Source: an optimization exercise on an open RTL-to-GDS flow (aim: small area). Production flows keep margins and buffers that such runs may drop. Function was checked by simulation only, so behaviour that the tests miss may differ from the original. Power figures rest on the tool's default switching activity, not on a simulated workload.

--- design.v ---
package ndma_pkg;
    localparam int unsigned AID_W = 4;
    typedef struct packed {
        logic [31:0]      rdata;
        logic [AID_W-1:0] rid;
        logic             err;
    } ndma_resp_t;
    function automatic logic [31:0] ndma_be_merge(
        input logic [31:0] old,
        input logic [31:0] wdata,
        input logic [3:0]  be
    );
        ndma_be_merge = old;
        for (int i = 0; i < 4; i++) begin
            if (be[i]) ndma_be_merge[8*i +: 8] = wdata[8*i +: 8];
        end
    endfunction
endpackage
module ndma_resp_fifo #(
    parameter int unsigned DEPTH = 2,
    parameter int unsigned WIDTH = 1
) (
    input  logic clk_i,
    input  logic rst_i,
    input  logic push_i,
    input  logic [WIDTH-1:0] data_i,
    input  logic pop_i,
    output logic full_o,
    output logic empty_o,
    output logic [WIDTH-1:0] head_o
);
    localparam int unsigned PW = (DEPTH > 1) ? $clog2(DEPTH) : 1;
    localparam int unsigned CW = $clog2(DEPTH + 1);
    logic [WIDTH-1:0] store_q [DEPTH];
    logic [PW-1:0] rd_q, rd_d, wr_q, wr_d;
    logic [CW-1:0] cnt_q, cnt_d;
    logic          do_push, do_pop;
    function automatic logic [PW-1:0] ptr_inc(input logic [PW-1:0] p);
        ptr_inc = (p == PW'(DEPTH - 1)) ? '0 : p + PW'(1);
    endfunction
    always_comb begin
        full_o  = (cnt_q == CW'(DEPTH));
        empty_o = (cnt_q == '0);
        do_pop  = pop_i & ~empty_o;
        do_push = push_i & (~full_o | do_pop);
        rd_d    = do_pop  ? ptr_inc(rd_q) : rd_q;
        wr_d    = do_push ? ptr_inc(wr_q) : wr_q;
        cnt_d   = cnt_q;
        case ({do_push, do_pop})
            2'b10:   cnt_d = cnt_q + CW'(1);
            2'b01:   cnt_d = cnt_q - CW'(1);
            default: cnt_d = cnt_q;
        endcase
        head_o  = store_q[rd_q];
    end
    always_ff @(posedge clk_i) begin
        if (rst_i) begin
            rd_q  <= '0;
            wr_q  <= '0;
            cnt_q <= '0;
        end else begin
            rd_q  <= rd_d;
            wr_q  <= wr_d;
            cnt_q <= cnt_d;
        end
    end
    always_ff @(posedge clk_i) begin
        if (do_push) store_q[wr_q] <= data_i;
    end
endmodule
module ndma_obi_mem_sub #(
    parameter logic [31:0] BASE_ADDR   = 32'h0000_0000,
    parameter int unsigned DEPTH       = 64,
    parameter int unsigned GNT_WAIT    = 0,
    parameter int unsigned RVALID_WAIT = 0,
    parameter int unsigned MAX_OUTST   = 2
) (
    input  logic             clk_i,
    input  logic             rst_i,
    input  logic             obi_req_i,
    output logic             obi_gnt_o,
    input  logic [31:0]      obi_addr_i,
    input  logic             obi_we_i,
    input  logic [3:0]       obi_be_i,
    input  logic [31:0]      obi_wdata_i,
    input  logic [ndma_pkg::AID_W-1:0] obi_aid_i,
    output logic             obi_rvalid_o,
    output logic [31:0]      obi_rdata_o,
    output logic [ndma_pkg::AID_W-1:0] obi_rid_o,
    output logic             obi_err_o,
    input  logic             stall_i
);
    localparam int unsigned AW = $clog2(DEPTH);
    logic [32:0]   diff;
    logic [31:0]   off;
    logic [AW-1:0] idx;
    logic          err_a, unused_off;
    always_comb begin
        diff       = {1'b0, obi_addr_i} - {1'b0, BASE_ADDR};
        off        = diff[31:0];
        idx        = off[AW+1:2];
        unused_off = ^off[1:0];
        err_a      = (|obi_addr_i[1:0]) | diff[32] | (off >= 32'(4 * DEPTH));
    end
    if (GNT_WAIT == 0 && RVALID_WAIT == 0 && MAX_OUTST >= 2) begin : g_direct
        logic          gnt, wen;
        logic          rv_q, err_q;
        logic [ndma_pkg::AID_W-1:0] rid_q;
        logic [31:0]   rd;
        logic [31:0]   mem_q [DEPTH];
        always_comb begin
            gnt       = ~rst_i & obi_req_i & ~stall_i;
            obi_gnt_o = gnt;
            wen       = gnt & obi_we_i & ~err_a;
        end
        localparam int unsigned WG = 16;
        localparam int unsigned NG = (DEPTH + WG - 1) / WG;
        logic [31:0] wd [NG];
        for (genvar g = 0; g < NG; g++) begin : g_wd
            for (genvar i = 0; i < 32; i++) begin : g_bit
                ndma_and2 u_wd (.a(obi_wdata_i[i]), .b(~rst_i), .y(wd[g][i]));
            end
        end
        localparam int unsigned LW = AW / 2;
        localparam int unsigned HW = AW - LW;
        localparam int unsigned LM = (1 << LW) - 1;
        logic [DEPTH-1:0] rsel [4];
        logic rok;
        logic [(1 << HW)-1:0] rhi_nq [2];
        logic [(1 << LW)-1:0] rlo_nq [2];
        always_comb rok = gnt & ~obi_we_i & ~err_a;
        always_ff @(posedge clk_i) begin
            for (int unsigned j = 0; j < (1 << HW); j++) begin
                rhi_nq[0][j] <= ~(rok & (idx[AW-1:LW] == HW'(j)));
                rhi_nq[1][j] <= ~(idx[AW-1:LW] == HW'(j));
            end
            for (int unsigned k = 0; k < (1 << LW); k++) begin
                rlo_nq[0][k] <= ~(idx[LW-1:0] == LW'(k));
                rlo_nq[1][k] <= ~(rok & (idx[LW-1:0] == LW'(k)));
            end
        end
        for (genvar b = 0; b < 4; b++) begin : g_lane_dec
            logic [(1 << HW)-1:0] whi_n;
            logic [(1 << LW)-1:0] wlo_n [2];
            ndma_dec_ef_n #(.W(HW)) u_whi (
                .a (idx[AW-1:LW]), .a_n (~idx[AW-1:LW]), .e (wen & obi_be_i[b]), .f (rst_i),
                .y_n (whi_n)
            );
            for (genvar h = 0; h < 2; h++) begin : g_wlo
                ndma_dec_f_n #(.W(LW)) u_wlo (
                    .a (idx[LW-1:0]), .a_n (~idx[LW-1:0]), .f (rst_i), .y_n (wlo_n[h])
                );
            end
            for (genvar w = 0; w < DEPTH; w++) begin : g_word
                logic en;
                ndma_nor2 u_en (.a(whi_n[w >> LW]), .b(wlo_n[(w >> (AW - 1)) & 1][w & LM]), .y(en));
                ndma_nor2 u_rs (.a(rhi_nq[b / 2][w >> LW]), .b(rlo_nq[b / 2][w & LM]), .y(rsel[b][w]));
                always_ff @(posedge clk_i) begin
                    if (en) mem_q[w][8*b +: 8] <= wd[w / WG][8*b +: 8];
                end
            end
        end
        for (genvar i = 0; i < 32; i++) begin : g_bit
            logic [DEPTH-1:0] col;
            for (genvar w = 0; w < DEPTH; w++) begin : g_col
                assign col[w] = mem_q[w][i];
            end
            ndma_sel_or #(.N(DEPTH)) u_rd (
                .sel (rsel[i / 8]),
                .d   (col),
                .y   (rd[i])
            );
        end
        always_ff @(posedge clk_i) begin
            rv_q    <= gnt;
            err_q   <= gnt & err_a;
            rid_q   <= gnt ? obi_aid_i : '0;
        end
        always_comb begin
            obi_rvalid_o = rv_q & ~rst_i;
            obi_err_o    = err_q & ~rst_i;
            obi_rid_o    = rid_q & {ndma_pkg::AID_W{~rst_i}};
            obi_rdata_o  = rd & {32{~rst_i}};
        end
    end else begin : g_queued
        localparam int unsigned GW = $clog2(GNT_WAIT + 2);
        localparam int unsigned RW = $clog2(RVALID_WAIT + 2);
        localparam int unsigned OW = $clog2(MAX_OUTST + 1);
        logic [31:0]   mem_q [DEPTH];
        logic [GW-1:0] wait_q, wait_d;
        logic [RW-1:0] head_q, head_d;
        logic [OW-1:0] outst_q, outst_d;
        logic          accept, pop, fifo_full, fifo_empty;
        ndma_pkg::ndma_resp_t push_entry, head_entry;
        always_comb begin
            obi_gnt_o  = ~rst_i & obi_req_i & ~stall_i
                       & (wait_q == GW'(GNT_WAIT)) & (outst_q < OW'(MAX_OUTST));
            accept     = obi_gnt_o;
            push_entry.rdata = (obi_we_i | err_a) ? '0 : mem_q[idx];
            push_entry.rid   = obi_aid_i;
            push_entry.err   = err_a;
            obi_rvalid_o = ~rst_i & ~fifo_empty & (head_q == RW'(RVALID_WAIT));
            pop          = obi_rvalid_o;
            obi_rdata_o  = obi_rvalid_o ? head_entry.rdata : '0;
            obi_rid_o    = obi_rvalid_o ? head_entry.rid   : '0;
            obi_err_o    = obi_rvalid_o ? head_entry.err   : 1'b0;
            if (!obi_req_i || obi_gnt_o)        wait_d = '0;
            else if (wait_q != GW'(GNT_WAIT))   wait_d = wait_q + GW'(1);
            else                                wait_d = wait_q;
            if (pop || fifo_empty)              head_d = '0;
            else if (head_q != RW'(RVALID_WAIT)) head_d = head_q + RW'(1);
            else                                head_d = head_q;
            case ({accept, pop})
                2'b10:   outst_d = outst_q + OW'(1);
                2'b01:   outst_d = outst_q - OW'(1);
                default: outst_d = outst_q;
            endcase
        end
        always_ff @(posedge clk_i) begin
            if (rst_i) begin
                wait_q  <= '0;
                head_q  <= '0;
                outst_q <= '0;
                for (int unsigned i = 0; i < DEPTH; i++) mem_q[i] <= '0;
            end else begin
                wait_q  <= wait_d;
                head_q  <= head_d;
                outst_q <= outst_d;
                if (accept && obi_we_i && !err_a)
                    mem_q[idx] <= ndma_pkg::ndma_be_merge(mem_q[idx], obi_wdata_i, obi_be_i);
            end
        end
        ndma_resp_fifo #(
            .DEPTH (MAX_OUTST),
            .WIDTH ($bits(push_entry))
        ) u_resp_fifo (
            .clk_i   (clk_i),
            .rst_i   (rst_i),
            .push_i  (accept),
            .data_i  (push_entry),
            .pop_i   (pop),
            .full_o  (fifo_full),
            .empty_o (fifo_empty),
            .head_o  (head_entry)
        );
    end
endmodule
module ndma_sel_or #(
    parameter int unsigned N = 64
) (
    input  logic [N-1:0] sel,
    input  logic [N-1:0] d,
    output logic         y
);
    localparam int unsigned G = (N + 2) / 3;    
    logic [G-1:0] g_n;                           
    for (genvar k = 0; k < G; k++) begin : g_grp
        if (3 * k + 2 < N) begin : g_3
            ndma_aoi222 u_aoi (
                .s (sel[3*k +: 3]),
                .d (d[3*k +: 3]),
                .y (g_n[k])
            );
        end else if (3 * k + 1 < N) begin : g_2
            ndma_aoi22 u_aoi (
                .s (sel[3*k +: 2]),
                .d (d[3*k +: 2]),
                .y (g_n[k])
            );
        end else begin : g_1
            ndma_nand2 u_nand (.a(sel[3*k]), .b(d[3*k]), .y(g_n[k]));
        end
    end
    ndma_nand_or_tree #(.N(G)) u_tree (.x_n(g_n), .y(y));
endmodule
module ndma_nand_or_tree #(
    parameter int unsigned N = 22
) (
    input  logic [N-1:0] x_n,
    output logic         y
);
    localparam int unsigned M = (N + 3) / 4;
    logic [M-1:0] p;                             
    for (genvar k = 0; k < M; k++) begin : g_p
        localparam int unsigned W = (4 * k + 4 <= N) ? 4 : N - 4 * k;
        ndma_nand #(.N(W)) u_nand (.a(x_n[4*k +: W]), .y(p[k]));
    end
    if (M == 1) begin : g_done
        assign y = p[0];
    end else begin : g_more
        localparam int unsigned L = (M + 1) / 2;
        logic [L-1:0] q_n;                       
        for (genvar k = 0; k < L; k++) begin : g_q
            if (2 * k + 1 < M) begin : g_2
                ndma_nor2 u_nor (.a(p[2*k]), .b(p[2*k+1]), .y(q_n[k]));
            end else begin : g_1
                ndma_inv u_inv (.a(p[2*k]), .y(q_n[k]));
            end
        end
        if (L == 1) begin : g_inv
            ndma_inv u_inv (.a(q_n[0]), .y(y));
        end else begin : g_rec
            ndma_nand_or_tree #(.N(L)) u_tree (.x_n(q_n), .y(y));
        end
    end
endmodule
module ndma_aoi222 (
    input  logic [2:0] s,
    input  logic [2:0] d,
    output logic       y
);
    assign y = ~|(s & d);
endmodule
module ndma_aoi22 (
    input  logic [1:0] s,
    input  logic [1:0] d,
    output logic       y
);
    assign y = ~|(s & d);
endmodule
module ndma_nand2 (
    input  logic a,
    input  logic b,
    output logic y
);
    assign y = ~(a & b);
endmodule
module ndma_and2 (
    input  logic a,
    input  logic b,
    output logic y
);
    assign y = a & b;
endmodule
module ndma_nor2 (
    input  logic a,
    input  logic b,
    output logic y
);
    assign y = ~(a | b);
endmodule
module ndma_nand #(
    parameter int unsigned N = 4
) (
    input  logic [N-1:0] a,
    output logic         y
);
    assign y = ~&a;
endmodule
module ndma_inv (
    input  logic a,
    output logic y
);
    assign y = ~a;
endmodule
function automatic logic ndma_dec_hit(
    input logic [7:0] a,
    input logic [7:0] a_n,
    input int unsigned w,
    input int unsigned j
);
    ndma_dec_hit = 1'b1;
    for (int unsigned k = 0; k < w; k++)
        ndma_dec_hit = ndma_dec_hit & (j[k] ? a[k] : a_n[k]);
endfunction
module ndma_dec_n #(
    parameter int unsigned W = 3
) (
    input  logic [W-1:0]        a,
    input  logic [W-1:0]        a_n,
    output logic [(1 << W)-1:0] y_n
);
    always_comb
        for (int unsigned j = 0; j < (1 << W); j++)
            y_n[j] = ~ndma_dec_hit(8'(a), 8'(a_n), W, j);
endmodule
module ndma_dec_f_n #(
    parameter int unsigned W = 3
) (
    input  logic [W-1:0]        a,
    input  logic [W-1:0]        a_n,
    input  logic                f,
    output logic [(1 << W)-1:0] y_n
);
    always_comb
        for (int unsigned j = 0; j < (1 << W); j++)
            y_n[j] = ~(f | ndma_dec_hit(8'(a), 8'(a_n), W, j));
endmodule
module ndma_dec_ef_n #(
    parameter int unsigned W = 3
) (
    input  logic [W-1:0]        a,
    input  logic [W-1:0]        a_n,
    input  logic                e,
    input  logic                f,
    output logic [(1 << W)-1:0] y_n
);
    always_comb
        for (int unsigned j = 0; j < (1 << W); j++)
            y_n[j] = ~(f | (e & ndma_dec_hit(8'(a), 8'(a_n), W, j)));
endmodule
--- standard.sh ---
#!/bin/bash
# synth_recipe.tcl (not shown) runs the flow's synth.tcl, then flattens the netlist and writes it again
# the make line also repeats each setting of config.mk as NAME=value (left out here)
make -C /OpenROAD-flow-scripts/flow DESIGN_CONFIG=/design/flow/config.mk WORK_HOME=/design/flow/orfs CLKGATE_MAP_FILE= SYNTH_SCRIPT=/design/flow/synth_recipe.tcl "${@:-finish}"
--- flow/run.sh ---
#!/bin/bash
# Standard ORFS layout (the standard.sh, standard synthesis unchanged) with
# two layout settings added to the config:
#   - port buffers are buf_1 instead of the default delay-cell buffer,
#   - clock tree synthesis without dummy loads.
# Each tool's output stays in the ORFS logs under orfs/logs; make's output goes
# to standard.log.
set -euo pipefail
cat >> config.mk <<'EOF'
export BUFFER_PORTS_ARGS = -buffer_cell sky130_fd_sc_hd__buf_1
export CTS_ARGS = -sink_clustering_enable -repair_clock_nets -dont_use_dummy_load -buf_list sky130_fd_sc_hd__clkbuf_8 -sink_clustering_size 18 -sink_clustering_max_diameter 100
EOF
bash standard.sh > standard.log 2>&1
--- constraint.sdc ---
create_clock -name core_clock -period 5.0 [get_ports {clk_i}]
set_input_delay 1.0000 -clock core_clock [delete_from_list [all_inputs] [get_ports {clk_i}]]
set_output_delay 1.0000 -clock core_clock [all_outputs]
set_load 0.01 [all_outputs]
--- config.mk ---
export PLATFORM = sky130hd
export DESIGN_NAME = ndma_obi_mem_sub
export DESIGN_NICKNAME = ndma_obi_mem_sub
export VERILOG_FILES = /design/flow/design.v
export SDC_FILE = /design/flow/constraint.sdc
export NUM_CORES = 4
export LEC_CHECK = 0
export CAP_MARGIN = 10
export CORE_MARGIN = 2
export CORE_UTILIZATION = 60
export CTS_BUF_LIST = sky130_fd_sc_hd__clkbuf_8
export CTS_CLUSTER_DIAMETER = 100
export CTS_CLUSTER_SIZE = 18
export GPL_TIMING_DRIVEN = 0
export PLACE_DENSITY = 0.7
export SLEW_MARGIN = 10
export SYNTH_HIERARCHICAL = 1
export BUFFER_PORTS_ARGS = -buffer_cell sky130_fd_sc_hd__buf_1
export CTS_ARGS = -sink_clustering_enable -repair_clock_nets -dont_use_dummy_load -buf_list sky130_fd_sc_hd__clkbuf_8 -sink_clustering_size 18 -sink_clustering_max_diameter 100
==> impl_metrics.tcl, run 1 <==
set metrics [dict create \
    crit_type "reg -> out" \
    status "complete, no violations" \
    synth_area_leader_cell "edfxtp_1" \
    final_util_pct 64.2 \
    nets 4327 \
    firstDrtPassIters 9 \
    fill_cells 8454 \
    cts_tree "done" \
    numCtsBuffers 134 \
    ys_seq_area_share_pct 83.1 \
    powerDensity_nw_per_um2 371 \
    place_congestion 0.879 \
    routedWlPerCell_um 32.5 \
    grt_pass1_wl_um 272000 \
    rsz0062_at_grt "no" \
    crit_path_end_kind "output port" \
    maxClockFrequency_mhz 201 \
    die-area_um2 128000 \
    ys_ff_latch 2086 \
    crit_path_start_kind "flip-flop" \
    cap_viol_max_count 0 \
    via_count 42774 \
    coreArea_um2 124000 \
    ant_nets 0 \
    postSynthNetCount 4069 \
    drc 0 \
    grtUsageMet1_pct 42.0 \
    start_util_pct 60.5 \
    place_ws_ps -190 \
    hold_depth 2 \
    setup_viol 0 \
    clockRootBuffer "clkbuf_8" \
    grt_pass1_vias 40838 \
    avgSynthCellArea_um2 18.8 \
    hold_path_end "g_direct.rid_q[2]" \
    io_buffer_count 115 \
    crit_required_ps 4000 \
    multi_input_area_um2 12500 \
    die_w_um 357 \
    clockBufferDepth 3 \
    clock_sinks 2086 \
    period_minus_slack_ps 4980 \
    io_pins 116 \
    fin_crit_sh_pct 99.7 \
    seqCellArea_um2 62300 \
    rows 129 \
    gr-usage-met3_pct 5.66 \
    ys_warn_count 21 \
    hpwl_um 125000 \
    holdCritStartpoint "obi_aid_i[2]" \
    synth.distinct_cells 25 \
    min_path_type "in -> reg" \
    slew_violations 0 \
    relSlewSlack_pct 18.5 \
    finalWirelength_um 191000 \
    antenna_found_initial 11 \
    overflow 0 \
    grt.total_usage_pct 29.7 \
    drive_gt1_share_pct 4.40 \
    grt.busiest_layer "met2" \
    synth_top_area_share_pct 82.1 \
    ir_drop_uv 298 \
    htreeDepth 4 \
    arrival_ps 3980 \
    die_y_um 357 \
    syn_inst 3992 \
    tightest_slew_ps 1220 \
    use_met2_pct 47.0 \
    finalHoldViolCount 0 \
    netlist_area_um2 74900 \
    via_per_inst 7.26 \
    crit_path_max_fanout 16 \
    ys_top_cells_by_area "edfxtp_1 (82%), a222oi_1 (9.0%), nor2_1 (3.1%), nand4_1 (1.4%), and2_1 (1.1%)" \
    fin_ws_ps 15.4 \
    drt_iter0_markers 8991 \
    leakage_nw 23.5 \
    syn2layout_area_growth_pct 6.04 \
    grt_max_degree 66 \
    clk_pin_slew_ps 110 \
]
## through the flow
step | power, W | area, µm² | instances | TNS [ps] | hold WS [ps]
after floorplan | 0.0219 | 74900 | 3992 | 0 | 1060
after CTS | 0.0296 | 79500 | 5885 | 0 | 272
after detailed placement | 0.0226 | 77600 | 5751 | -62840 | 1200
after global placement | 0.0225 | 77400 | 5744 | -3239130 | 1200
after global routing | 0.0303 | 79500 | 5887 | 0 | 311
final | 0.0295 | 79500 | 5889 | 0 | 326
## layout make-up
class / instances / share of cell area, %
diodes: 4 / 0.0126
inverters: 8 / 0.0409
repair buffers: 122 / 0.740
well taps: 1637 / 2.58
multi-input cells: 1870 / 15.8
plain buffers: 28 / 0.157
clock buffers: 134 / 2.32
flip-flops and latches: 2086 / 78.4
## modules after synthesis, one instance, submodules excluded, excerpt
module	cells	times used	cell area [µm²]	flip-flops and latches
ndma_aoi222	1	672	10.0	0
ndma_nand2	1	32	3.75	0
ndma_and2	1	128	6.26	0
ndma_obi_mem_sub	2216	1	63000	2086
ndma_nor2	1	608	3.75	0
## worst max-delay path: stages, from the launching register on
cell      delay, ps
dfxtp_2         910
nor2_1          350
a222oi_1        580
nand4_1         270
nor2_1          400
nand3_1         240
nor2b_1         190
buf_1           160
## sequential cells by signal (all words and copies together) (netlist names)
name,count
g_direct.rv_q,1
g_direct.rid_q,4
g_direct.mem_q,2048
g_direct.rhi_nq,16
g_direct.rlo_nq,16
g_direct.err_q,1
## logic make-up after synthesis
| family | after synthesis | share of synthesized area, % |
|---|---|---|
| buffers and inverters | 36 | 0.207 |
| DFF | 2086 | 83.1 |
| AOI/OAI and AO/OA | 769 | 9.89 |
| and+or+nand+nor | 1101 | 6.82 |
## layout by cell type, fill, tap and decap left out, types with 2 or more instances in the layout
cell      Yosys  final
nor3_1        6      6
and2_1      132    132
buf_12        0      6
and4_1        5      5
a41oi_1      32     32
a31oi_1      65     65
nor4_1        4      4
clkbuf_1     14     14
nand4b_1      2      2
inv_1         8      4
dfxtp_1      38     19
nand2b_1      2      2
edfxtp_1   2048   2048
inv_2         0      3
diode_2       0      4
nand4_1     166    166
dfxtp_2       0     16
a222oi_1    672    672
clkbuf_8      0    134
nor2_1      620    620
nand2_1      78     78
clkbuf_2     12     12
dfxtp_4       0      3
nand3_1      44     44
nor2b_1      38     38
buf_2         1      8
buf_1         0    108
## report_power, final
| group | internal, W | switching [W] | total, W |
|---|---|---|---|
| combinational | 0.000133 | 0.000992 | 0.00112 |
| sequential | 0.0207 | 0.000398 | 0.0211 |
| clock | 0.00242 | 0.00483 | 0.00726 |
## synthesized netlist by cell type (all sizes together)
| cell | instances |
|---|---|
| edfxtp | 2048 |
| a222oi | 672 |
| nor2 | 620 |
| nand4 | 166 |
| and2 | 132 |
| nand2 | 78 |
| a31oi | 65 |
| nand3 | 44 |
| dfxtp | 38 |
| nor2b | 38 |
| a41oi | 32 |
| clkbuf | 26 |
| inv | 8 |
| nor3 | 6 |
| and4 | 5 |
| nor4 | 4 |
| buf | 2 |
| nand2b | 2 |
| nand4b | 2 |
| or4 | 2 |
| nor4b | 1 |
| or3b | 1 |
## worst max-delay path by stage
| stage | endpoint | cells after the start | startpoint |
|---|---|---|---|
| floorplan | g_direct.mem_q[0][0] | 7 | obi_addr_i[14] |
| detailed placement | g_direct.mem_q[45][10] | 8 | rst_i |
| global route | obi_rdata_o[23] | 7 | g_direct.rhi_nq[1][4] |
| CTS | obi_rdata_o[23] | 7 | g_direct.rlo_nq[1][2] |
| finish | obi_rdata_o[18] | 7 | g_direct.rlo_nq[1][5] |
| global placement | g_direct.mem_q[10][18] | 4 | rst_i |
## routing by layer
| metal | share of wire (%) | vias up | routed length (µm) |
|---|---|---|---|
| li1 | - | 17946 | - |
| met1 | 37 | 21580 | 71200 |
| met2 | 48 | 2846 | 91900 |
| met3 | 11 | 388 | 21700 |
| met4 | 3.5 | 14 | 6620 |
| met5 | 0.050 | - | 96 |
## what timing repair did
action	CTS	global route
hold buffers	0	0
gates cloned	0	0
pin swaps	0	0
setup endpoints to repair	2	3
resized for setup	3	3
setup buffers	0	0
==> inputs of run 2 (changes only) <==
--- a/design.v
+++ b/design.v
@@ -106,7 +106,6 @@
         logic          gnt, wen;
         logic          rv_q, err_q;
         logic [ndma_pkg::AID_W-1:0] rid_q;
-        logic [31:0]   rd;
         logic [31:0]   mem_q [DEPTH];
         always_comb begin
             gnt       = ~rst_i & obi_req_i & ~stall_i;
@@ -125,19 +124,13 @@
         localparam int unsigned HW = AW - LW;
         localparam int unsigned LM = (1 << LW) - 1;
         logic [DEPTH-1:0] rsel [4];
-        logic rok;
-        logic [(1 << HW)-1:0] rhi_nq [2];
-        logic [(1 << LW)-1:0] rlo_nq [2];
-        always_comb rok = gnt & ~obi_we_i & ~err_a;
+        logic [(1 << HW)-1:0] rhi_nq;
+        logic [(1 << LW)-1:0] rlo_nq;
         always_ff @(posedge clk_i) begin
-            for (int unsigned j = 0; j < (1 << HW); j++) begin
-                rhi_nq[0][j] <= ~(rok & (idx[AW-1:LW] == HW'(j)));
-                rhi_nq[1][j] <= ~(idx[AW-1:LW] == HW'(j));
-            end
-            for (int unsigned k = 0; k < (1 << LW); k++) begin
-                rlo_nq[0][k] <= ~(idx[LW-1:0] == LW'(k));
-                rlo_nq[1][k] <= ~(rok & (idx[LW-1:0] == LW'(k)));
-            end
+            for (int unsigned j = 0; j < (1 << HW); j++)
+                rhi_nq[j] <= ~(gnt & ~obi_we_i & ~err_a & (idx[AW-1:LW] == HW'(j)));
+            for (int unsigned k = 0; k < (1 << LW); k++)
+                rlo_nq[k] <= ~(idx[LW-1:0] == LW'(k));
         end
         for (genvar b = 0; b < 4; b++) begin : g_lane_dec
             logic [(1 << HW)-1:0] whi_n;
@@ -154,7 +147,7 @@
             for (genvar w = 0; w < DEPTH; w++) begin : g_word
                 logic en;
                 ndma_nor2 u_en (.a(whi_n[w >> LW]), .b(wlo_n[(w >> (AW - 1)) & 1][w & LM]), .y(en));
-                ndma_nor2 u_rs (.a(rhi_nq[b / 2][w >> LW]), .b(rlo_nq[b / 2][w & LM]), .y(rsel[b][w]));
+                ndma_nor2 u_rs (.a(rhi_nq[w >> LW]), .b(rlo_nq[w & LM]), .y(rsel[b][w]));
                 always_ff @(posedge clk_i) begin
                     if (en) mem_q[w][8*b +: 8] <= wd[w / WG][8*b +: 8];
                 end
@@ -168,7 +161,8 @@
             ndma_sel_or #(.N(DEPTH)) u_rd (
                 .sel (rsel[i / 8]),
                 .d   (col),
-                .y   (rd[i])
+                .kill(rst_i),
+                .y   (obi_rdata_o[i])
             );
         end
         always_ff @(posedge clk_i) begin
@@ -180,7 +174,6 @@
             obi_rvalid_o = rv_q & ~rst_i;
             obi_err_o    = err_q & ~rst_i;
             obi_rid_o    = rid_q & {ndma_pkg::AID_W{~rst_i}};
-            obi_rdata_o  = rd & {32{~rst_i}};
         end
     end else begin : g_queued
         localparam int unsigned GW = $clog2(GNT_WAIT + 2);
@@ -250,6 +243,7 @@
 ) (
     input  logic [N-1:0] sel,
     input  logic [N-1:0] d,
+    input  logic         kill,
     output logic         y
 );
     localparam int unsigned G = (N + 2) / 3;    
@@ -271,23 +265,24 @@
             ndma_nand2 u_nand (.a(sel[3*k]), .b(d[3*k]), .y(g_n[k]));
         end
     end
-    ndma_nand_or_tree #(.N(G)) u_tree (.x_n(g_n), .y(y));
+    ndma_nand_or_tree #(.N(G)) u_tree (.x_n(g_n), .kill(kill), .y(y));
 endmodule
 module ndma_nand_or_tree #(
     parameter int unsigned N = 22
 ) (
     input  logic [N-1:0] x_n,
+    input  logic         kill,
     output logic         y
 );
     localparam int unsigned M = (N + 3) / 4;
-    logic [M-1:0] p;                             
-    for (genvar k = 0; k < M; k++) begin : g_p
-        localparam int unsigned W = (4 * k + 4 <= N) ? 4 : N - 4 * k;
-        ndma_nand #(.N(W)) u_nand (.a(x_n[4*k +: W]), .y(p[k]));
-    end
     if (M == 1) begin : g_done
-        assign y = p[0];
+        ndma_aoi_k #(.N(N)) u_last (.a(x_n), .k(kill), .y(y));
     end else begin : g_more
+        logic [M-1:0] p;                         
+        for (genvar k = 0; k < M; k++) begin : g_p
+            localparam int unsigned W = (4 * k + 4 <= N) ? 4 : N - 4 * k;
+            ndma_nand #(.N(W)) u_nand (.a(x_n[4*k +: W]), .y(p[k]));
+        end
         localparam int unsigned L = (M + 1) / 2;
         logic [L-1:0] q_n;                       
         for (genvar k = 0; k < L; k++) begin : g_q
@@ -297,13 +292,22 @@
                 ndma_inv u_inv (.a(p[2*k]), .y(q_n[k]));
             end
         end
-        if (L == 1) begin : g_inv
-            ndma_inv u_inv (.a(q_n[0]), .y(y));
+        if (L == 1) begin : g_last
+            ndma_nor2 u_last (.a(q_n[0]), .b(kill), .y(y));
         end else begin : g_rec
-            ndma_nand_or_tree #(.N(L)) u_tree (.x_n(q_n), .y(y));
+            ndma_nand_or_tree #(.N(L)) u_tree (.x_n(q_n), .kill(kill), .y(y));
         end
     end
 endmodule
+module ndma_aoi_k #(
+    parameter int unsigned N = 3
+) (
+    input  logic [N-1:0] a,
+    input  logic         k,
+    output logic         y
+);
+    assign y = ~(&a | k);
+endmodule
 module ndma_aoi222 (
     input  logic [2:0] s,
     input  logic [2:0] d,
==> impl_metrics.tcl, run 2 <==
set metrics [dict create \
    status "complete, no violations" \
    rows 129 \
    rsz0062_at_grt "no" \
    io_pins 116 \
    postCtsHoldBufs 0 \
    ys_ff_latch 2070 \
    ant_nets 0 \
    relSlewSlack_pct 17.0 \
    stdcell_count 5824 \
    synth.distinct_cells 26 \
    crit_required_ps 4000 \
    place_congestion 0.925 \
    grt.total_usage_pct 30.0 \
    final_util_pct 64.2 \
    die-area_um2 127000 \
    grt_pass1_vias 40512 \
    syn2layout_area_growth_pct 6.57 \
    syn_inst 3911 \
    postSynthNetCount 3988 \
    clockRootBuffer "clkbuf_8" \
    seqCellArea_um2 62000 \
    finalHoldViolCount 0 \
    crit_path_max_fanout 32 \
    routedWlPerCell_um 32.9 \
    via_per_inst 7.30 \
    ys_warn_count 17 \
    arrival_ps 3840 \
    nets 4259 \
    final_cell_mix "edfxtp_1 (2048), a222oi_1 (672), nor2_1 (610), nand4_1 (161)" \
    die_y_um 356 \
    reg.largest.list "g_direct.mem_q (2048), g_direct.rhi_nq (8), g_direct.rlo_nq (8)" \
    placed_cells 5685 \
    finalWirelength_um 192000 \
    clockBufferDepth 3 \
    largest_reg_flops 2048 \
    synth_edf_count 2048 \
    hpwl_um 124000 \
    synth_area_leader_cell "edfxtp_1" \
    leakage_nw 23.3 \
    cts_tree "done" \
    avgSynthCellArea_um2 19.0 \
    drt_iter0_markers 8492 \
    yosysMostFrequentCell "edfxtp_1" \
    cap_viol_max_count 0 \
    min_path_type "in -> reg" \
    antenna_found_initial 10 \
    setup_viol 0 \
    postCtsSetupRepairBufs 0 \
    multi_input_area_um2 12300 \
    crit_path_end_kind "output port" \
    ys_top_cells_by_area "edfxtp_1 (83%), a222oi_1 (9.0%), nor2_1 (3.1%), nand4_1 (1.4%), and2_1 (1.1%)" \
    slew_violations 0 \
    htreeDepth 4 \
    fin_crit_sh_pct 96.8 \
    layout_commonest_cell "edfxtp_1" \
    numCtsBuffers 132 \
    clock_sinks 2070 \
    powerDensity_nw_per_um2 370 \
    ir_drop_uv 309 \
    netlist_area_um2 74300 \
    fill_cells 8439 \
    crit_type "reg -> out" \
    synth_top_area_share_pct 82.7 \
    grt_max_degree 66 \
    grt_pass1_wl_um 272000 \
    firstDrtPassIters 11 \
    synth_flop_cell "edfxtp_1" \
    start_util_pct 60.3 \
    async_flop_share_pct 0 \
    cts_resized 0 \
    clk_pin_slew_ps 100 \
    tightest_slew_ps 1240 \
    io_buffer_count 115 \
    drc 0 \
    period_minus_slack_ps 4840 \
    synth_common_cells "edfxtp_1 (2048), a222oi_1 (672), nor2_1 (610)" \
    top_register "g_direct.mem_q" \
    ys_seq_area_share_pct 83.3 \
    maxClockFrequency_mhz 207 \
    coreArea_um2 123000 \
    crit_path_start_kind "flip-flop" \
    overflow 0 \
    via_count 42533 \
    die_w_um 356 \
    drive_gt1_share_pct 4.76 \
]
[run 2: cell types whose count changed in the layout (fill, tap and decap cells not counted), sizes merged, moves of 3 or more]
cell	previous run	this run
nor2b	38	6
a31oi	65	96
nand3	44	14
dfxtp	38	22
buf	124	138
nand2	78	66
clkbuf	160	149
nor2	620	610
nand4	166	161
and4	5	1
diode	4	7
inv	8	11
[run 2: worst max-delay path: stages, from the launching register on]
cell and delay [ps]:
dfxtp_2 930, nor2_1 380, a222oi_1 650, nand4_1 250
nor2_1 340, a31oi_1 210, buf_1 170
[run 2: modules after synthesis (local to each module, per instance), excerpt]
| module | area [µm²] | cells |
|---|---|---|
| ndma_aoi222 | 10.0 | 1 |
| ndma_and2 | 6.26 | 1 |
| ndma_obi_mem_sub | 62300 | 2135 |
| ndma_nand2 | 3.75 | 1 |
| ndma_nor2 | 3.75 | 1 |
[run 2: cell type report]
cell class,instances,area share (%)
flip-flops and latches,2070,78.2
multi-input cells,1812,15.5
well taps,1637,2.59
clock buffers,132,2.29
repair buffers,137,1.21
plain buffers,18,0.104
inverters,11,0.0553
diodes,7,0.0221
[run 2: report_power, final]
part           switching [W]  internal [W]
clock network        0.00479       0.00239
logic                0.00102      0.000144
registers           0.000384        0.0206
total                0.00619        0.0231
[run 2: kinds of logic after synthesis]
kind of cell	after synthesis	share of synthesized area (%)
flops	2070	83.3
buf+inv	29	0.167
compound gates	801	10.2
simple gates	1011	6.25
[run 2: through the flow]
step	setup TNS (ps)	hold WS, ps	setup slack (ps)	area (µm²)	total power, W
CTS	0	229	197	79200	0.0294
floorplan	0	1060	1500	74300	0.0218
finish	0	306	159	79200	0.0293
detailed placement	0	1190	152	77400	0.0225
global placement	-6779770	1190	-2280	76800	0.0224
global route	0	272	115	79200	0.0301
[run 2: worst paths after layout]
kind	slack, ps	start	to	cells past startpoint
max	160	g_direct.rhi_nq[2]	obi_rdata_o[4]	6
min	310	obi_aid_i[3]	g_direct.rid_q[3]	2
[run 2: metal layers]
| metal | global-route usage (%) | vias to the layer above | part of all wire [%] |
|---|---|---|---|
| li1 | - | 17758 | - |
| met1 | 43.4 | 21457 | 37 |
| met5 | 0 | - | 0 |
| met4 | 10.9 | 0 | 3.7 |
| met2 | 46.1 | 2960 | 47 |
| met3 | 5.88 | 358 | 13 |
==> inputs of run 3 (changes only) <==
--- a/design.v
+++ b/design.v
@@ -112,7 +112,7 @@
             obi_gnt_o = gnt;
             wen       = gnt & obi_we_i & ~err_a;
         end
-        localparam int unsigned WG = 16;
+        localparam int unsigned WG = 32;
         localparam int unsigned NG = (DEPTH + WG - 1) / WG;
         logic [31:0] wd [NG];
         for (genvar g = 0; g < NG; g++) begin : g_wd
==> impl_metrics.tcl, run 3 <==
set metrics [dict create \
    die_y_um 355 \
    relSlewSlack_pct 9.18 \
    synth.distinct_cells 26 \
    async_flop_share_pct 0 \
    via_per_inst 7.30 \
    coreArea_um2 122000 \
    syn_inst 3847 \
    synth_common_cells "edfxtp_1 (2048), a222oi_1 (672), nor2_1 (610)" \
    crit_path_start_kind "flip-flop" \
    crit_type "reg -> out" \
    grt.total_usage_pct 29.4 \
    syn2layout_area_growth_pct 6.81 \
    place_congestion 0.855 \
    synth_area_leader_cell "edfxtp_1" \
    final_cell_mix "edfxtp_1 (2048), a222oi_1 (672), nor2_1 (610), nand4_1 (161), clkbuf_8 (132)" \
    fin_crit_sh_pct 92.7 \
    die_w_um 355 \
    ys_ff_latch 2070 \
    slew_violations 0 \
    grt_pass1_wl_um 268000 \
    antenna_found_initial 5 \
    io_pins 116 \
    rsz0062_at_grt "no" \
    clockRootBuffer "clkbuf_8" \
    fill_cells 8237 \
    largest_reg_flops 2048 \
    placed_cells 5615 \
    postSynthNetCount 3924 \
    overflow 0 \
    arrival_ps 3640 \
    yosysMostFrequentCell "edfxtp_1" \
    drive_gt1_share_pct 5.97 \
    top_register "g_direct.mem_q" \
    ys_seq_area_share_pct 83.8 \
    clk_pin_slew_ps 110 \
    avgSynthCellArea_um2 19.2 \
    p_total_w 0.0292 \
    postCtsSetupRepairBufs 0 \
    hpwl_um 119000 \
    stdcell_count 5753 \
    powerDensity_nw_per_um2 370 \
    nets 4203 \
    synth_flop_cell "edfxtp_1" \
    maxClockFrequency_mhz 216 \
    finalWirelength_um 188000 \
    crit_path_end_kind "output port" \
    postCtsHoldBufs 0 \
    drt_iter0_markers 8151 \
    tightest_slew_ps 1360 \
    finalHoldViolCount 0 \
    cap_viol_max_count 0 \
    period_minus_slack_ps 4640 \
    numCtsBuffers 132 \
    cts_tree "done" \
    min_path_type "in -> reg" \
    via_count 41992 \
    synth_edf_count 2048 \
    clock_sinks 2070 \
    ant_nets 0 \
    drc 0 \
    place_ws_ps -408 \
    routedWlPerCell_um 32.7 \
    crit_required_ps 4000 \
    cts_resized 0 \
    io_buffer_count 115 \
    firstDrtPassIters 8 \
    clockBufferDepth 3 \
    leakage_nw 23.2 \
    ir_drop_uv 275 \
    setup_viol 0 \
    htreeDepth 4 \
    ys_top_cells_by_area "edfxtp_1 (83%), a222oi_1 (9.1%), nor2_1 (3.1%), nand4_1 (1.4%), a31oi_1 (0.81%)" \
    grt_max_degree 38 \
    fin_ws_ps 363 \
    reg.largest.list "g_direct.mem_q (2048), g_direct.rhi_nq (8), g_direct.rlo_nq (8)" \
    ys_warn_count 17 \
    die-area_um2 126000 \
    synth_top_area_share_pct 83.2 \
    rows 128 \
    grt_pass1_vias 40237 \
    crit_path_max_fanout 20 \
    layout_commonest_cell "edfxtp_1" \
    netlist_area_um2 73900 \
    status "complete, no violations" \
    start_util_pct 60.6 \
]
run 3: routing by layer:
layer / routed length (µm) / global-route usage [%] / vias up
li1: - / - / 17576
met1: 69200 / 41.5 / 21194
met2: 89700 / 46.4 / 2837
met3: 22000 / 5.44 / 377
met4: 7120 / 11.0 / 8
met5: 50 / 0 / -
run 3: worst max-delay path, cell delays in order, from the launching register on:
cell and delay [ps]:
dfxtp_4 650, buf_12 310, nor2_1 190, a222oi_1 620, nand4_1 250, nor2_1 360, a31oi_1 220, buf_1 180
run 3: modules after synthesis, one instance, submodules excluded, a selection:
module | cell area [µm²] | cells inside | flops+latches
ndma_and2 | 6.26 | 1 | 0
ndma_nor2 | 3.75 | 1 | 0
ndma_obi_mem_sub | 62300 | 2135 | 2070
ndma_aoi222 | 10.0 | 1 | 0
ndma_nand2 | 3.75 | 1 | 0
run 3: per-stage QoR:
stage	utilization (%)	setup TNS (ps)	hold slack (ps)	area, µm²
6_report	64.7	0	325	79000
3_5_place_dp	63.1	-123390	1210	77000
3_3_place_gp	62.6	-4727840	1190	76400
5_1_grt	64.7	0	309	79000
4_1_cts	64.6	0	267	78900
2_1_floorplan	-	0	1060	73900
run 3: worst paths after layout:
path,from,to,slack [ps],cells past startpoint
setup / recovery,g_direct.rlo_nq[2],obi_rdata_o[4],360,7
hold / removal,obi_aid_i[0],g_direct.rid_q[0],320,2
run 3: layout make-up:
class | count | area [µm²] | share of cell area [%]
diodes | 4 | 10.0 | 0.0127
plain buffers | 18 | 82.6 | 0.105
clock buffers | 132 | 1820 | 2.30
inverters | 11 | 41.3 | 0.0523
multi-input cells | 1748 | 11900 | 15.1
flip-flops and latches | 2070 | 62000 | 78.5
well taps | 1625 | 2030 | 2.57
repair buffers | 145 | 1080 | 1.37
run 3: logic make-up (layout without fill, tap and decap cells):
kind of cell	Yosys count	count (layout)	synth area share, %
and+or+nand+nor	947	947	5.74
AOI/OAI and AO/OA	801	801	10.3
buffers and inverters	29	306	0.168
DFF	2070	2070	83.8
other	0	4	0
run 3: power by group:
part           total [W]  switching [W]  leakage (nW)  internal (W)
logic            0.00114       0.000993          3.96      0.000143
registers         0.0210       0.000377          18.3        0.0206
clock network    0.00715        0.00476         0.949       0.00239
==> inputs of run 4 (changes only) <==
--- a/design.v
+++ b/design.v
@@ -112,7 +112,7 @@
             obi_gnt_o = gnt;
             wen       = gnt & obi_we_i & ~err_a;
         end
-        localparam int unsigned WG = 32;
+        localparam int unsigned WG = 64;
         localparam int unsigned NG = (DEPTH + WG - 1) / WG;
         logic [31:0] wd [NG];
         for (genvar g = 0; g < NG; g++) begin : g_wd
==> impl_metrics.tcl, run 4 <==
set metrics [dict create \
    seqCellArea_um2 62000 \
    ys_ff_latch 2070 \
    rows 128 \
    io_pins 116 \
    netlist_area_um2 73700 \
    clk_pin_slew_ps 100 \
    synthMuxAreaShare_pct 0 \
    cap_viol_max_count 0 \
    crit_path_start_kind "flip-flop" \
    syn_inst 3815 \
    slowest_delay_ps 920 \
    setup_viol 0 \
    ir_drop_uv 267 \
    seqPwrFrac_pct 71.5 \
    hold_depth 2 \
    powerDensity_nw_per_um2 370 \
    postSynthNetCount 3892 \
    clock_sinks 2070 \
    crit_path_max_fanout 32 \
    drc 0 \
    power.share.switching_pct 21.1 \
    ys_warn_count 17 \
    syn2layout_area_growth_pct 7.56 \
    place_congestion 0.859 \
    grt_pass1_vias 40457 \
    path_cells "nor2_1, a222oi_1, nand4_1, nor2_1, a31oi_1, buf_1" \
    tightest_slew_ps 1220 \
    grt_pass1_wl_um 267000 \
    cts_resized 0 \
    synth_edf_count 2048 \
    synth_top_family_by_area "compound AO/OA/AOI/OAI gates" \
    status "complete, no violations" \
    finalWirelength_um 184000 \
    die-area_um2 126000 \
    combPwrFrac_pct 4.0 \
    io_buffer_count 115 \
    via_per_inst 7.30 \
    synth-simple-area-share_pct 5.49 \
    firstDrtPassIters 8 \
    synthAdderAreaFrac_pct 0 \
    period_minus_slack_ps 4790 \
    fin_ws_ps 209 \
    leakage_nw 23.3 \
    synth_flop_cell "edfxtp_1" \
    grt_max_degree 45 \
    maxClockFrequency_mhz 209 \
    synth_common_cells "edfxtp_1 (2048), a222oi_1 (672), nor2_1 (610)" \
    final_util_pct 65.1 \
    htreeDepth 4 \
    crit_path_end_kind "output port" \
    ant_nets 0 \
    relSlewSlack_pct 17.8 \
    ys_top_cells_by_area "edfxtp_1 (83%), a222oi_1 (9.1%), nor2_1 (3.1%), nand4_1 (1.4%), a31oi_1 (0.81%)" \
    synth_area_leader_cell "edfxtp_1" \
    top_register "g_direct.mem_q" \
    postCtsHoldBufs 0 \
    holdCritStartpoint "obi_aid_i[2]" \
    overflow 0 \
    async_flop_share_pct 0 \
    crit_path_frequent_cell "nor2_1" \
    slew_violations 0 \
    slowest_stage "dfxtp_2" \
    pwr-share-clk_pct 24.5 \
    arrival_ps 3790 \
    synth_compound_area_share_pct 10.3 \
    cp_top_family "simple AND/OR/NAND/NOR gates" \
    tns_ps 0 \
    final_cell_mix "edfxtp_1 (2048), a222oi_1 (672), nor2_1 (610), nand4_1 (161), clkbuf_8 (132)" \
    numCtsBuffers 132 \
    min_path_type "in -> reg" \
    drt_iter0_markers 9395 \
    hpwl_um 118000 \
    hold_path_end "g_direct.rid_q[2]" \
    die_y_um 355 \
    nets 4196 \
    avgSynthCellArea_um2 19.3 \
    finalHoldViolCount 0 \
    drive_gt1_share_pct 6.36 \
    grt.total_usage_pct 29.2 \
    largest_reg_flops 2048 \
    place_ws_ps -192 \
    synth_top_area_share_pct 83.4 \
    path_buf_inv 1 \
    p_switching_w 0.00617 \
    layout_commonest_cell "edfxtp_1" \
    fill_cells 8021 \
    crit_required_ps 4000 \
    via_count 41951 \
    ys_seq_area_share_pct 84.0 \
    rsz0062_at_grt "no" \
    yosysMostFrequentCell "edfxtp_1" \
    multi_input_area_um2 11700 \
    clockBufferDepth 3 \
    crit_type "reg -> out" \
    synth_xor_area_share_pct 0 \
    cts_tree "done" \
    fin_crit_sh_pct 95.8 \
    die_w_um 355 \
    hold_slack_ps 296 \
    p_int_w 0.0231 \
    start_util_pct 60.5 \
    coreArea_um2 122000 \
    postCtsSetupRepairBufs 0 \
    antenna_found_initial 3 \
    reg.largest.list "g_direct.mem_q (2048), g_direct.rhi_nq (8), g_direct.rlo_nq (8)" \
    clockRootBuffer "clkbuf_8" \
    routedWlPerCell_um 32.0 \
    synth.distinct_cells 26 \
]
==> run 4: cell count changes after synthesis <==
cell,before,now
and2_1,68,36
==> run 4: cells by family after synthesis <==
group                  Yosys count
AO/OA/AOI/OAI                  801
flip-flops                    2070
AND/OR/NAND/NOR                915
buffers and inverters           29
==> run 4: power by group through the flow <==
stage	sequential, W	combinational, W	clock (W)
after floorplan	0.0212	0.000553	0
after global placement	0.0214	0.000992	0
after detailed placement	0.0214	0.00116	0
after CTS	0.0210	0.00116	0.00730
after global routing	0.0211	0.00123	0.00789
final	0.0210	0.00117	0.00719
==> run 4: worst max path at each step <==
stage	start	to	slack [ps]	depth (start not counted)
after floorplan	obi_addr_i[19]	g_direct.mem_q[0][0]	1500	6
after global placement	obi_addr_i[3]	g_direct.mem_q[40][1]	-1360	4
after detailed placement	obi_addr_i[19]	g_direct.mem_q[39][22]	-190	7
after CTS	g_direct.rhi_nq[2]	obi_rdata_o[15]	230	6
after global routing	g_direct.rhi_nq[2]	obi_rdata_o[15]	160	6
final	g_direct.rhi_nq[2]	obi_rdata_o[5]	210	6
==> run 4: stage by stage <==
step                      total power [W]  cell area, µm²  cells
after floorplan                    0.0218           73700   3815
after global placement             0.0223           76200   5555
after detailed placement           0.0225           77500   5610
after CTS                          0.0294           79300   5742
after global routing               0.0302           79300   5743
final                              0.0293           79300   5743
==> run 4: per-module statistics from Yosys, one instance, submodules excluded, a selection <==
| module | flops+latches | cells inside | area (µm²) | times used |
|---|---|---|---|---|
| ndma_and2 | 0 | 1 | 6.26 | 32 |
| ndma_aoi222 | 0 | 1 | 10.0 | 672 |
| ndma_nand2 | 0 | 1 | 3.75 | 32 |
| ndma_nor2 | 0 | 1 | 3.75 | 608 |
| ndma_obi_mem_sub | 2070 | 2135 | 62300 | 1 |
==> run 4: per-layer routing <==
metal  global-route usage [%]  routed length, µm  up-vias
met5                        0                  0        -
met4                     9.85               6280        0
met3                     5.41              22400      370
met2                     45.0              86000     2978
met1                     42.7              69300    21069
li1                         -                  -    17534
==> run 4: layout make-up <==
class | instances | area share (%)
sequential | 2070 | 78.2
multi-input combinational | 1716 | 14.8
tap | 1625 | 2.56
clock buffer | 132 | 2.29
timing repair buffer | 170 | 2.07
buffer | 18 | 0.104
inverter | 11 | 0.0521
antenna | 1 | 0.00316
==> inputs of run 5 (changes only) <==
--- a/design.v
+++ b/design.v
@@ -112,7 +112,7 @@
             obi_gnt_o = gnt;
             wen       = gnt & obi_we_i & ~err_a;
         end
-        localparam int unsigned WG = 64;
+        localparam int unsigned WG = 16;
         localparam int unsigned NG = (DEPTH + WG - 1) / WG;
         logic [31:0] wd [NG];
         for (genvar g = 0; g < NG; g++) begin : g_wd
--- a/config.mk
+++ b/config.mk
@@ -7,12 +7,12 @@
 export LEC_CHECK = 0
 export CAP_MARGIN = 10
 export CORE_MARGIN = 2
-export CORE_UTILIZATION = 60
+export CORE_UTILIZATION = 65
 export CTS_BUF_LIST = sky130_fd_sc_hd__clkbuf_8
 export CTS_CLUSTER_DIAMETER = 100
 export CTS_CLUSTER_SIZE = 18
 export GPL_TIMING_DRIVEN = 0
-export PLACE_DENSITY = 0.7
+export PLACE_DENSITY = 0.75
 export SLEW_MARGIN = 10
 export SYNTH_HIERARCHICAL = 1
 export BUFFER_PORTS_ARGS = -buffer_cell sky130_fd_sc_hd__buf_1
==> impl_metrics.tcl, run 5 <==
set metrics [dict create \
    path_cells "nor2_1, a222oi_1, nand4_1, nor2_1, a31oi_1, buf_1" \
    ant_nets 0 \
    synth_common_cells "edfxtp_1 (2048), a222oi_1 (672), nor2_1 (610)" \
    synth.distinct_cells 26 \
    cts_resized 0 \
    io_pins 116 \
    numCtsBuffers 132 \
    clk_pin_slew_ps 110 \
    clock_sinks 2070 \
    async_flop_share_pct 0 \
    grt_pass1_wl_um 272000 \
    reg.largest.list "g_direct.mem_q (2048), g_direct.rhi_nq (8), g_direct.rlo_nq (8)" \
    finalHoldViolCount 0 \
    period_minus_slack_ps 4920 \
    top_register "g_direct.mem_q" \
    firstDrtPassIters 11 \
    syn2layout_area_growth_pct 6.19 \
    relSlewSlack_pct 23.1 \
    status "complete, no violations" \
    grt_max_degree 66 \
    avgSynthCellArea_um2 19.0 \
    ys_warn_count 17 \
    clockBufferDepth 3 \
    overflow 0 \
    powerDensity_nw_per_um2 371 \
    crit_required_ps 4000 \
    p_total_w 0.0293 \
    stdcell_count 5692 \
    largest_reg_flops 2048 \
    min_path_type "in -> reg" \
    leakage_nw 23.2 \
    crit_path_end_kind "output port" \
    ys_seq_area_share_pct 83.3 \
    placed_cells 5554 \
    crit_path_max_fanout 32 \
    setup_viol 0 \
    drive_gt1_share_pct 4.60 \
    die-area_um2 117000 \
    arrival_ps 3920 \
    io_buffer_count 115 \
    ys_top_cells_by_area "edfxtp_1 (83%), a222oi_1 (9.0%), nor2_1 (3.1%), nand4_1 (1.4%), and2_1 (1.1%)" \
    slowest_stage "dfxtp_2" \
    cts_tree "done" \
    cap_viol_max_count 0 \
    finalWirelength_um 190000 \
    netlist_area_um2 74300 \
    crit_path_start_kind "flip-flop" \
    fin_ws_ps 83.6 \
    synth_top_area_share_pct 82.7 \
    crit_path_frequent_cell "nor2_1" \
    routedWlPerCell_um 33.5 \
    synth_flop_cell "edfxtp_1" \
    antenna_found_initial 10 \
    slowest_delay_ps 950 \
    drt_iter0_markers 9445 \
    htreeDepth 4 \
    die_w_um 342 \
    place_congestion 0.902 \
    rsz0062_at_grt "no" \
    nets 4253 \
    postCtsSetupRepairBufs 0 \
    postCtsHoldBufs 0 \
    crit_type "reg -> out" \
    synth_edf_count 2048 \
    syn_inst 3911 \
    slew_violations 0 \
    via_count 43229 \
    grt_pass1_vias 41701 \
    hold_slack_ps 326 \
    rows 124 \
    coreArea_um2 114000 \
    maxClockFrequency_mhz 203 \
    fin_crit_sh_pct 98.3 \
    hold_depth 2 \
    yosysMostFrequentCell "edfxtp_1" \
    tightest_slew_ps 1150 \
    synth_area_leader_cell "edfxtp_1" \
    clockRootBuffer "clkbuf_8" \
    hpwl_um 124000 \
    place_ws_ps 147 \
    final_cell_mix "edfxtp_1 (2048), a222oi_1 (672), nor2_1 (610), nand4_1 (161)" \
    via_per_inst 7.59 \
    ir_drop_uv 273 \
    start_util_pct 65.3 \
    drc 0 \
    ys_ff_latch 2070 \
    die_y_um 342 \
    layout_commonest_cell "edfxtp_1" \
    grt.total_usage_pct 32.3 \
    postSynthNetCount 3988 \
]
[run 5: changes by cell type in the layout (fill, tap and decap cells not counted), moves of 3 or more]
| cell | before | now |
|---|---|---|
| buf_16 | 13 | 10 |
| and2_2 | 32 | 0 |
| buf_12 | 42 | 6 |
| and2_1 | 4 | 132 |
| diode_2 | 1 | 6 |
[run 5: metal layers]
layer  share of wire [%]  vias to the layer above  track usage (%)
met2                  46                     3478             48.8
li1                    -                    17762                -
met5                0.16                        -                0
met4                 4.8                       10             14.8
met3                  14                      531             8.39
met1                  34                    21448             44.9
[run 5: cells by family after synthesis]
| group | share of synthesized area [%] |
|---|---|
| buffers and inverters | 0.167 |
| AOI/OAI and AO/OA | 10.2 |
| DFF | 83.3 |
| and+or+nand+nor | 6.25 |
[run 5: area by class of cell]
class / instances / area, µm²
inverters: 11 / 43.8
multi-input cells: 1812 / 12300
repair buffers: 131 / 836
well taps: 1512 / 1890
plain buffers: 18 / 82.6
fillers: 7112 / 34900
clock buffers: 132 / 1820
diodes: 6 / 15.0
flip-flops and latches: 2070 / 62000
[run 5: path summary, 6_finish.rpt]
check / end / slack [ps] / from
worst min-delay path: g_direct.rid_q[3] / 330 / obi_aid_i[3]
worst max-delay path: obi_rdata_o[2] / 80 / g_direct.rhi_nq[0]
[run 5: power breakdown]
group	internal (W)	total, W	switching, W
logic	0.000137	0.00116	0.00103
clock network	0.00239	0.00713	0.00475
registers	0.0206	0.0210	0.000393
total	0.0231	0.0293	0.00617
[run 5: metrics by stage]
stage                     instance area (µm²)   TNS, ps  utilization [%]
final                                   78900         0             69.3
after global placement                  76700  -4656570             67.3
after detailed placement                77100         0             67.7
after floorplan                         74300         0                -
after CTS                               78900         0             69.3
after global routing                    78900         0             69.3
[run 5: modules after synthesis, one instance, submodules excluded, excerpt]
module	area [µm²]	flip-flops and latches	cells inside
ndma_and2	6.26	0	1
ndma_aoi222	10.0	0	1
ndma_nand2	3.75	0	1
ndma_nor2	3.75	0	1
ndma_obi_mem_sub	62300	2070	2135
[run 5: worst max-delay path, delay by kind of cell, from the launching register on]
family / cells / cell delay [ps]
buffers and inverters: 1 / 180
DFF: 1 / 950
and+or+nand+nor: 3 / 1060
AOI/OAI and AO/OA: 2 / 830
==> inputs of run 6 (changes only) <==
--- a/design.v
+++ b/design.v
@@ -112,7 +112,7 @@
             obi_gnt_o = gnt;
             wen       = gnt & obi_we_i & ~err_a;
         end
-        localparam int unsigned WG = 16;
+        localparam int unsigned WG = 32;
         localparam int unsigned NG = (DEPTH + WG - 1) / WG;
         logic [31:0] wd [NG];
         for (genvar g = 0; g < NG; g++) begin : g_wd
==> impl_metrics.tcl, run 6 <==
set metrics [dict create \
    status "complete, no violations" \
    via_count 42504 \
    final_cell_mix "edfxtp_1 (2048), a222oi_1 (672), nor2_1 (610), nand4_1 (161), clkbuf_8 (132)" \
    rsz0062_at_grt "no" \
    crit_path_frequent_cell "nor2_1" \
    yosysMostFrequentCell "edfxtp_1" \
    crit_path_end_kind "output port" \
    top_register "g_direct.mem_q" \
    arrival_ps 3820 \
    postCtsSetupRepairBufs 0 \
    firstDrtPassIters 10 \
    fin_crit_sh_pct 96.3 \
    ys_warn_count 17 \
    hold_depth 2 \
    avgSynthCellArea_um2 19.2 \
    numCtsBuffers 132 \
    nets 4198 \
    placed_cells 5485 \
    finalWirelength_um 185000 \
    relSlewSlack_pct 13.1 \
    ys_ff_latch 2070 \
    cts_resized 0 \
    crit_path_start_kind "flip-flop" \
    overflow 0 \
    netlist_area_um2 73900 \
    multi_input_area_um2 11900 \
    drt_iter0_markers 9198 \
    hold_path_end "g_direct.rid_q[3]" \
    routedWlPerCell_um 32.9 \
    io_buffer_count 115 \
    postCtsHoldBufs 0 \
    cap_viol_max_count 0 \
    wl_met2_um 87500 \
    path_cells "buf_12, nor2_1, a222oi_1, nand4_1, nor2_1, a31oi_1, buf_1" \
    reg.largest.list "g_direct.mem_q (2048), g_direct.rhi_nq (8), g_direct.rlo_nq (8)" \
    tns_ps 0 \
    antenna_found_initial 3 \
    cp-startpoint "g_direct.rlo_nq[4]" \
    rows 123 \
    pwr-share-clk_pct 24.4 \
    clockRootBuffer "clkbuf_8" \
    period_minus_slack_ps 4820 \
    stdcell_count 5620 \
    grt_pass1_wl_um 265000 \
    via_per_inst 7.56 \
    synth.distinct_cells 26 \
    crit_type "reg -> out" \
    grt.total_usage_pct 31.4 \
    p_total_w 0.0292 \
    slowest_delay_ps 690 \
    slowest_stage "a222oi_1" \
    die_w_um 341 \
    crit_path_max_fanout 18 \
    setup_viol 0 \
    tightest_slew_ps 1300 \
    slew_violations 0 \
    ys_seq_area_share_pct 83.8 \
    async_flop_share_pct 0 \
    wl_met3_um 24100 \
    largest_reg_flops 2048 \
    grt_pass1_vias 40781 \
    io_pins 116 \
    ant_nets 0 \
    seqPwrFrac_pct 71.7 \
    combPwrFrac_pct 3.9 \
    p_int_w 0.0231 \
    power.share.switching_pct 21.0 \
    wl_met1_um 65500 \
    ys_top_cells_by_area "edfxtp_1 (83%), a222oi_1 (9.1%), nor2_1 (3.1%), nand4_1 (1.4%), a31oi_1 (0.81%)" \
    fill_cells 6935 \
    finalHoldViolCount 0 \
    ir_drop_uv 284 \
    cts_tree "done" \
    postSynthNetCount 3924 \
    p_switching_w 0.00613 \
    coreArea_um2 113000 \
    powerDensity_nw_per_um2 371 \
    place_congestion 0.844 \
    hpwl_um 117000 \
    synth_top_area_share_pct 83.2 \
    die-area_um2 116000 \
    start_util_pct 65.6 \
    drc 0 \
    htreeDepth 4 \
    syn2layout_area_growth_pct 6.51 \
    syn_inst 3847 \
    synth_edf_count 2048 \
    layout_commonest_cell "edfxtp_1" \
    maxClockFrequency_mhz 208 \
    clock_sinks 2070 \
    synth_flop_cell "edfxtp_1" \
    seqCellArea_um2 62000 \
    clockBufferDepth 3 \
    grt_max_degree 34 \
    leakage_nw 23.1 \
    fin_ws_ps 183 \
    crit_required_ps 4000 \
    holdCritStartpoint "obi_aid_i[3]" \
    min_path_type "in -> reg" \
    place_ws_ps -147 \
    synth_common_cells "edfxtp_1 (2048), a222oi_1 (672), nor2_1 (610)" \
    clk_pin_slew_ps 110 \
    top_layer_used "met5" \
    die_y_um 341 \
    drive_gt1_share_pct 6.05 \
    synth_area_leader_cell "edfxtp_1" \
]
-- run 6: changes by cell type after synthesis --
cell,before,now
and2_1,132,68
-- run 6: power by group through the flow --
stage | Combinational (W) | Clock [W] | Sequential (W)
floorplan | 0.000562 | 0 | 0.0212
global placement | 0.000998 | 0 | 0.0213
detailed placement | 0.00110 | 0 | 0.0214
CTS | 0.00110 | 0.00720 | 0.0210
global route | 0.00118 | 0.00775 | 0.0211
finish | 0.00113 | 0.00714 | 0.0210
-- run 6: metal layers --
metal	vias to the layer above	global-route usage (%)
met2	3271	49.4
li1	17554	-
met3	414	6.11
met4	2	12.2
met1	21263	44.5
met5	-	0
-- run 6: how the worst max path moves through the flow --
stage | endpoint | slack, ps
2_1_floorplan | g_direct.mem_q[0][0] | 1500
3_3_place_gp | g_direct.mem_q[1][21] | -1360
3_5_place_dp | g_direct.mem_q[12][21] | -150
6_report | obi_rdata_o[22] | 180
5_1_grt | obi_rdata_o[19] | 160
4_1_cts | obi_rdata_o[22] | 200
-- run 6: critical path: cells and delay by family (launching register included) --
| family | cells | cell delay (ps) |
|---|---|---|
| compound gates | 2 | 910 |
| flops | 1 | 680 |
| simple gates | 3 | 830 |
| buf+inv | 2 | 500 |
-- run 6: logic make-up (layout without fill, tap and decap cells) --
logic type | Yosys count | count (layout) | share of synthesized area, %
compound gates | 801 | 801 | 10.3
buf+inv | 29 | 301 | 0.168
flops | 2070 | 2070 | 83.8
other cells | 0 | 1 | 0
simple gates | 947 | 947 | 5.74
-- run 6: final cells by class --
class | instances | area share, %
Antenna cell | 1 | 0.00318
Buffer | 18 | 0.105
Clock buffer | 132 | 2.31
Inverter | 11 | 0.0524
Multi-Input combinational cell | 1748 | 15.1
Sequential cell | 2070 | 78.7
Tap cell | 1500 | 2.38
Timing Repair Buffer | 140 | 1.29
-- run 6: per-module statistics from Yosys, one instance, submodules excluded, a selection --
module / flip-flops and latches / copies in the design / cells / cell area [µm²]
ndma_and2: 0 / 64 / 1 / 6.26
ndma_aoi222: 0 / 672 / 1 / 10.0
ndma_nand2: 0 / 32 / 1 / 3.75
ndma_nor2: 0 / 608 / 1 / 3.75
ndma_obi_mem_sub: 2070 / 1 / 2135 / 62300
-- run 6: per-stage QoR --
stage / cell area [µm²] / hold WS, ps / utilization [%]
after detailed placement: 76800 / 1200 / 68.2
after CTS: 78600 / 269 / 69.8
final: 78700 / 327 / 69.9
after floorplan: 73900 / 1060 / -
after global placement: 76200 / 1190 / 67.7
after global routing: 78700 / 314 / 69.9

## afterwards: timing with drivers on the ports
The results above use ideal ports. As a check the final layouts listed here were re-extracted and re-timed, cells and wires unchanged. Step 1: set_driving_cell puts a clkbuf_16 on clk_i and a buf_2 on each other input, an assumption about the parent block. Step 2 adds t to the input delays and takes it off the output delays; t is the mean of the earliest and latest rising clock arrival at the registers after step 1. Input paths then give back, and output paths get back, about the clock's delay inside the block. Three values: no drivers, after step 1, after step 2; two values: the first two.
run | t (ns) | setup slack, ns | hold WS [ns] | worst setup path after step 2
run 1 | 0.927 | 0.015 / -0.063 / -0.292 | 0.326 / 0.274 / 1.201 | input to register
run 2 | 0.954 | 0.159 / 0.083 / 0.062 | 0.306 / 0.258 / 1.211 | input to register
run 3 | 0.927 | 0.363 / 0.294 / -0.345 | 0.325 / 0.282 / 1.209 | input to register
run 4 | 0.971 | 0.209 / 0.136 / -0.298 | 0.296 / 0.245 / 1.216 | input to register
run 5 | 0.931 | 0.084 / 0.012 / -0.097 | 0.326 / 0.277 / 1.208 | input to register
run 6 | 0.932 | 0.183 / 0.109 / -0.255 | 0.327 / 0.278 / 1.210 | input to register
Met with ideal ports but missed after step 2: setup timing in 5 of these runs. For run 3, which loses most, drivers alone change the setup slack by -0.069 ns; drivers and shift together by -0.708 ns.
